Context: an optimization exercise on an open-source flow, tuned for small area and a short achievable clock period. The choices shown serve that exercise and are no tape-out recipe. The RTL was checked by simulation tests, not by an equivalence proof against the original design. No driver is modelled on the clock port, so clocking that relies on it looks cheaper here than on a real chip.

==> flow/design.v <==
module alignment_output_buffer #(
  parameter int N = 128,
  parameter int DEPTH = 2*N,
  parameter int score_lenght = $clog2(N+1),
  parameter int CntW = $clog2(DEPTH+1)
) (
  input  logic clk,
  input  logic rst,
  input  logic en_traceB,
  input  logic end_c,
  input  logic [2:0] datoA,
  input  logic [2:0] datoB,
  input  logic signed [score_lenght:0] final_score,
  output logic out_valid,
  input  logic out_ready,
  output logic [2:0] out_A,
  output logic [2:0] out_B,
  output logic out_last,
  output logic signed [score_lenght:0] out_score,
  output logic [CntW-1:0] align_len,
  output logic busy,
  output logic done,
  output logic overflow
);
  localparam int L = 16;             
  localparam int G = DEPTH / L;      
  localparam int K = 8;              
  localparam int ROWS = DEPTH - 3;   
  logic s_collect, s_latch, s_drain, s_done, s_busy;
  logic full;                        
  logic [L-1:0] wp_lo;
  logic [G-1:0] wp_hi, wp_hi_n;     
  logic [L-1:0] wl_n;                
  logic [5:0] wr_d;                 
  logic [5:0] top, t1, t2, o;
  logic [K-1:0][5:0] part_q;
  logic [ROWS-1:0][5:0] mem;
  logic s_idle, push, wr, pop, pop_last, to_idle, back;
  logic [5:0] din, rd;
  assign s_idle   = !s_busy && !s_done;
  assign push     = (s_idle || s_collect) && en_traceB;
  assign wr       = push && !full;
  assign pop      = s_drain && out_ready;
  assign pop_last = pop && out_last;
  assign back     = s_latch || pop;
  assign to_idle  = !en_traceB && ((s_collect && !end_c) || s_done);
  assign din      = {datoA, datoB};
  assign out_valid = s_drain;
  assign busy      = s_busy;
  assign done      = s_done;
  assign {out_A, out_B} = o;
  logic n_collect, n_latch, n_drain, n_done;
  assign n_collect = en_traceB && !end_c && (s_idle || s_collect);
  assign n_latch   = end_c && ((s_idle && en_traceB) || s_collect);
  assign n_drain   = s_latch || (s_drain && !pop_last);
  assign n_done    = pop_last || (s_done && en_traceB);
  logic can_wr, idle_if_off;
  logic [L-1:0] lo_inc, lo_back;
  logic [G-1:0] hi_inc, hi_back;
  assign can_wr      = (s_idle || s_collect) && !full;
  assign idle_if_off = s_done || (s_collect && !end_c);
  assign lo_inc   = {wp_lo[L-2:0], wp_lo[L-1]};
  assign hi_inc   = wp_lo[L-1] ? {wp_hi[G-2:0], wp_hi[G-1]} : wp_hi;
  assign lo_back  = back ? {wp_lo[0], wp_lo[L-1:1]} : wp_lo;
  assign hi_back  = (back && wp_lo[0]) ? {wp_hi[0], wp_hi[G-1:1]} : wp_hi;
  logic wp_is1, wp_last;
  assign wp_is1  = wp_lo[1] && wp_hi[0];
  assign wp_last = wp_lo[L-1] && wp_hi[G-1];
  logic [3:0] lo_bin, hi_bin;
  logic [CntW-1:0] count;
  always_comb begin
    lo_bin = '0;
    hi_bin = '0;
    for (int j = 0; j < L; j++) lo_bin = lo_bin | ({4{wp_lo[j]}} & 4'(j));
    for (int g = 0; g < G; g++) hi_bin = hi_bin | ({4{wp_hi[g]}} & 4'(g));
  end
  assign count = {full, hi_bin, lo_bin};
  always_ff @(posedge clk or negedge rst)
    if (!rst) begin
      s_collect <= 1'b0;
      s_latch   <= 1'b0;
      s_drain   <= 1'b0;
      s_done    <= 1'b0;
      s_busy    <= 1'b0;
      full      <= 1'b0;
      out_score <= '0;
      align_len <= '0;
      overflow  <= 1'b0;
      out_last  <= 1'b0;
      o         <= '0;
      wp_lo     <= L'(1);
      wp_hi_n   <= {{(G-1){1'b1}}, 1'b0};
      wl_n      <= '1;
    end else begin
      s_collect <= n_collect;
      s_latch   <= n_latch;
      s_drain   <= n_drain;
      s_done    <= n_done;
      s_busy    <= n_collect || n_latch || n_drain;
      wl_n      <= ~(wp_lo & {L{wr}});
      full  <= en_traceB ? (can_wr ? wp_last : full && !pop) : (!idle_if_off && full && !pop);
      wp_lo <= en_traceB ? (can_wr ? lo_inc : lo_back) : (idle_if_off ? L'(1) : lo_back);
      wp_hi_n <= ~(en_traceB ? (can_wr ? hi_inc : hi_back) : (idle_if_off ? G'(1) : hi_back));
      if (s_latch) out_score <= final_score;
      if (to_idle) align_len <= '0;
      else if (s_latch) align_len <= count;
      if (to_idle) overflow <= 1'b0;
      else if (push && full) overflow <= 1'b1;
      out_last <= s_latch ? (wp_is1 && !full) : (s_drain && (out_ready ? wp_is1 : out_last));
      if (s_latch) o <= top;
      else if (!s_drain || pop_last) o <= '0;
      else if (out_ready) o <= t1;
    end
  always_ff @(posedge clk) begin
    wr_d <= din;
    if (wr) begin
      top <= din;
      t1  <= top;
      t2  <= t1;
    end else if (pop) begin
      t1  <= t2;
      t2  <= rd;
    end
  end
  assign wp_hi = ~wp_hi_n;
  always_ff @(posedge clk)
    for (int r = 0; r < ROWS; r++)
      if (!wl_n[r % L] && !wp_hi_n[((r + 1) / L) % G]) mem[r] <= wr_d;
  logic [G-1:0][5:0] grp;
  logic [K-1:0][5:0] part;
  always_comb begin
    for (int g = 0; g < G; g++) begin
      grp[g] = '0;
      for (int j = 0; j < L; j++)
        if ((g * L + j + DEPTH - 4) % DEPTH < ROWS)
          grp[g] = grp[g] | ({6{wp_lo[j]}} & mem[(g * L + j + DEPTH - 4) % DEPTH]);
    end
    for (int k = 0; k < K; k++) begin
      part[k] = '0;
      for (int g = k * (G / K); g < (k + 1) * (G / K); g++)
        part[k] = part[k] | ({6{wp_hi[g]}} & grp[g]);
    end
  end
  always_ff @(posedge clk)
    if (back) part_q <= part;
  always_comb begin
    rd = '0;
    for (int k = 0; k < K; k++) rd = rd | part_q[k];
  end
endmodule
export LEC_CHECK = 0
export CAP_MARGIN = 20
export CORE_MARGIN = 2
export CORE_UTILIZATION = 70
export CTS_CLUSTER_DIAMETER = 100
export CTS_CLUSTER_SIZE = 30
export SETUP_SLACK_MARGIN = 4.3
export SLEW_MARGIN = 20
export TNS_END_PERCENT = 0
create_clock -name core_clock -period 6.5 [get_ports {clk}]
standard.sh (not shown) runs the stock make flow with config.mk's settings and CLKGATE_MAP_FILE= SYNTH_SCRIPT=/design/flow/synth_recipe.tcl, a recipe that flattens the netlist after the stock synthesis.
==> flow/flow/run.sh <==
#!/bin/bash
# Own flow: the standard layout (standard.sh, all steps) with two changes:
#  - the port buffers that placement inserts are buf_4 cells instead of the
#    default pick (a clock delay buffer);
#  - in CTS (flow/cts_hook.tcl) the clock port drives the first level of the
#    clock tree directly instead of through a single root buffer.
set -euo pipefail
work=$(pwd)
export PRE_CTS_TCL="$work/flow/cts_hook.tcl"
export BUFFER_PORTS_ARGS="-buffer_cell sky130_fd_sc_hd__buf_4"
bash standard.sh > "$work/standard.log" 2>&1
==> flow/flow/cts_hook.tcl <==
rename clock_tree_synthesis my_orig_clock_tree_synthesis
proc clock_tree_synthesis { args } {
  my_orig_clock_tree_synthesis {*}$args
  set block [ord::get_db_block]
  set bterm [$block findBTerm clk]
  set clknet [$bterm getNet]
  set loads [$clknet getITerms]
  if { [llength $loads] != 1 } {
    puts "cts_hook: clock port drives [llength $loads] pins, tree left as built"
    return
  }
  set root [[lindex $loads 0] getInst]
  set out [[$root findITerm X] getNet]
  set sinks {}
  foreach it [$out getITerms] {
    if { ![$it isOutputSignal] } { lappend sinks $it }
  }
  if { [llength $sinks] < 1 || [llength $sinks] > 4 } {
    puts "cts_hook: root [$root getName] drives [llength $sinks] pins, tree left as built"
    return
  }
  foreach it $sinks {
    if { ![string match "*clkbuf*" [[[$it getInst] getMaster] getName]] } {
      puts "cts_hook: root drives [[$it getInst] getName], not a buffer; tree left as built"
      return
    }
  }
  foreach it $sinks {
    $it disconnect
    $it connect $clknet
  }
  [$root findITerm A] disconnect
  [$root findITerm X] disconnect
  set rname [$root getName]
  odb::dbInst_destroy $root
  odb::dbNet_destroy $out
  puts "cts_hook: removed root buffer $rname; clock port now drives [llength $sinks] buffers"
}
The starting point finished with timing, DRC and antenna clean.
Next try:
--- a/flow/design.v
+++ b/flow/design.v
@@ -25,21 +25,22 @@
   localparam int L = 16;             
   localparam int G = DEPTH / L;      
   localparam int K = 8;              
   localparam int ROWS = DEPTH - 3;   
   logic s_collect, s_latch, s_drain, s_done, s_busy;
-  logic full;                        
+  logic [CntW-1:0] count;
   logic [L-1:0] wp_lo;
-  logic [G-1:0] wp_hi, wp_hi_n;     
-  logic [L-1:0] wl_n;                
-  logic [5:0] wr_d;                 
+  logic [G-1:0] wp_hi;
+  logic wr_v;
+  logic [5:0] wr_d;
   logic [5:0] top, t1, t2, o;
   logic [K-1:0][5:0] part_q;
   logic [ROWS-1:0][5:0] mem;
-  logic s_idle, push, wr, pop, pop_last, to_idle, back;
+  logic s_idle, push, full, wr, pop, pop_last, to_idle, back;
   logic [5:0] din, rd;
   assign s_idle   = !s_busy && !s_done;
+  assign full     = count[CntW-1];
   assign push     = (s_idle || s_collect) && en_traceB;
   assign wr       = push && !full;
   assign pop      = s_drain && out_ready;
   assign pop_last = pop && out_last;
   assign back     = s_latch || pop;
@@ -53,62 +54,56 @@
   assign n_collect = en_traceB && !end_c && (s_idle || s_collect);
   assign n_latch   = end_c && ((s_idle && en_traceB) || s_collect);
   assign n_drain   = s_latch || (s_drain && !pop_last);
   assign n_done    = pop_last || (s_done && en_traceB);
   logic can_wr, idle_if_off;
+  logic [CntW-1:0] cnt_inc, cnt_back;
   logic [L-1:0] lo_inc, lo_back;
   logic [G-1:0] hi_inc, hi_back;
   assign can_wr      = (s_idle || s_collect) && !full;
   assign idle_if_off = s_done || (s_collect && !end_c);
+  assign cnt_inc  = count + CntW'(1);
+  assign cnt_back = pop ? count - CntW'(1) : count;
   assign lo_inc   = {wp_lo[L-2:0], wp_lo[L-1]};
   assign hi_inc   = wp_lo[L-1] ? {wp_hi[G-2:0], wp_hi[G-1]} : wp_hi;
   assign lo_back  = back ? {wp_lo[0], wp_lo[L-1:1]} : wp_lo;
   assign hi_back  = (back && wp_lo[0]) ? {wp_hi[0], wp_hi[G-1:1]} : wp_hi;
-  logic wp_is1, wp_last;
-  assign wp_is1  = wp_lo[1] && wp_hi[0];
-  assign wp_last = wp_lo[L-1] && wp_hi[G-1];
-  logic [3:0] lo_bin, hi_bin;
-  logic [CntW-1:0] count;
-  always_comb begin
-    lo_bin = '0;
-    hi_bin = '0;
-    for (int j = 0; j < L; j++) lo_bin = lo_bin | ({4{wp_lo[j]}} & 4'(j));
-    for (int g = 0; g < G; g++) hi_bin = hi_bin | ({4{wp_hi[g]}} & 4'(g));
-  end
-  assign count = {full, hi_bin, lo_bin};
+  logic cnt_is1, cnt_is2;
+  assign cnt_is1 = count == CntW'(1);
+  assign cnt_is2 = count == CntW'(2);
   always_ff @(posedge clk or negedge rst)
     if (!rst) begin
       s_collect <= 1'b0;
       s_latch   <= 1'b0;
       s_drain   <= 1'b0;
       s_done    <= 1'b0;
       s_busy    <= 1'b0;
-      full      <= 1'b0;
+      count     <= '0;
       out_score <= '0;
       align_len <= '0;
       overflow  <= 1'b0;
       out_last  <= 1'b0;
       o         <= '0;
       wp_lo     <= L'(1);
-      wp_hi_n   <= {{(G-1){1'b1}}, 1'b0};
-      wl_n      <= '1;
+      wp_hi     <= G'(1);
+      wr_v      <= 1'b0;
     end else begin
       s_collect <= n_collect;
       s_latch   <= n_latch;
       s_drain   <= n_drain;
       s_done    <= n_done;
       s_busy    <= n_collect || n_latch || n_drain;
-      wl_n      <= ~(wp_lo & {L{wr}});
-      full  <= en_traceB ? (can_wr ? wp_last : full && !pop) : (!idle_if_off && full && !pop);
+      wr_v      <= wr;
+      count <= en_traceB ? (can_wr ? cnt_inc : cnt_back) : (idle_if_off ? '0 : cnt_back);
       wp_lo <= en_traceB ? (can_wr ? lo_inc : lo_back) : (idle_if_off ? L'(1) : lo_back);
-      wp_hi_n <= ~(en_traceB ? (can_wr ? hi_inc : hi_back) : (idle_if_off ? G'(1) : hi_back));
+      wp_hi <= en_traceB ? (can_wr ? hi_inc : hi_back) : (idle_if_off ? G'(1) : hi_back);
       if (s_latch) out_score <= final_score;
       if (to_idle) align_len <= '0;
       else if (s_latch) align_len <= count;
       if (to_idle) overflow <= 1'b0;
       else if (push && full) overflow <= 1'b1;
-      out_last <= s_latch ? (wp_is1 && !full) : (s_drain && (out_ready ? wp_is1 : out_last));
+      out_last <= s_latch ? cnt_is1 : (s_drain && (out_ready ? cnt_is2 : out_last));
       if (s_latch) o <= top;
       else if (!s_drain || pop_last) o <= '0;
       else if (out_ready) o <= t1;
     end
   always_ff @(posedge clk) begin
@@ -120,14 +115,13 @@
     end else if (pop) begin
       t1  <= t2;
       t2  <= rd;
     end
   end
-  assign wp_hi = ~wp_hi_n;
   always_ff @(posedge clk)
     for (int r = 0; r < ROWS; r++)
-      if (!wl_n[r % L] && !wp_hi_n[((r + 1) / L) % G]) mem[r] <= wr_d;
+      if (wr_v && wp_lo[(r + 1) % L] && wp_hi[((r + 1) / L) % G]) mem[r] <= wr_d;
   logic [G-1:0][5:0] grp;
   logic [K-1:0][5:0] part;
   always_comb begin
     for (int g = 0; g < G; g++) begin
       grp[g] = '0;
After rerunning:
- The changed run ran to the end with no violations
- clock skew stays flat
- die area goes up by 0.81%
- final area goes up by 1.3%
- maximum frequency goes up by 0.53%
- clock-buffer cell count goes down by 2
- first-iteration DRC count goes down by 5.2%
- setup slack gains 13 ps

==> port drivers added, routing unchanged <==
How much do the figures lean on ideal ports? The routed layouts below were timed once more, with nothing changed but the port constraints.
Step 1 assumes that a clkbuf_16 drives the clock port and a buf_2 every other input.
Step 2, shift: input delay + t, output delay - t, t = (earliest + latest rising clock arrival at the registers) / 2. This alone moves slack from input paths to output paths.
a / b / c = ideal ports / drivers / drivers and shift; a / b = the first two.
| run | shift t [ns] | setup WS [ns] | clock arrival spread, ns |
|---|---|---|---|
| the first run | 0.638 | 4.056 / 3.956 / 3.605 | 0.030 / 0.030 |
| the second run | 0.621 | 4.069 / 4.032 / 3.695 | 0.035 / 0.036 |
After both steps setup and hold are still met in every run listed. The setup slack of the first run, which loses most, moves by -0.100 ns with the drivers and by -0.451 ns with both steps.
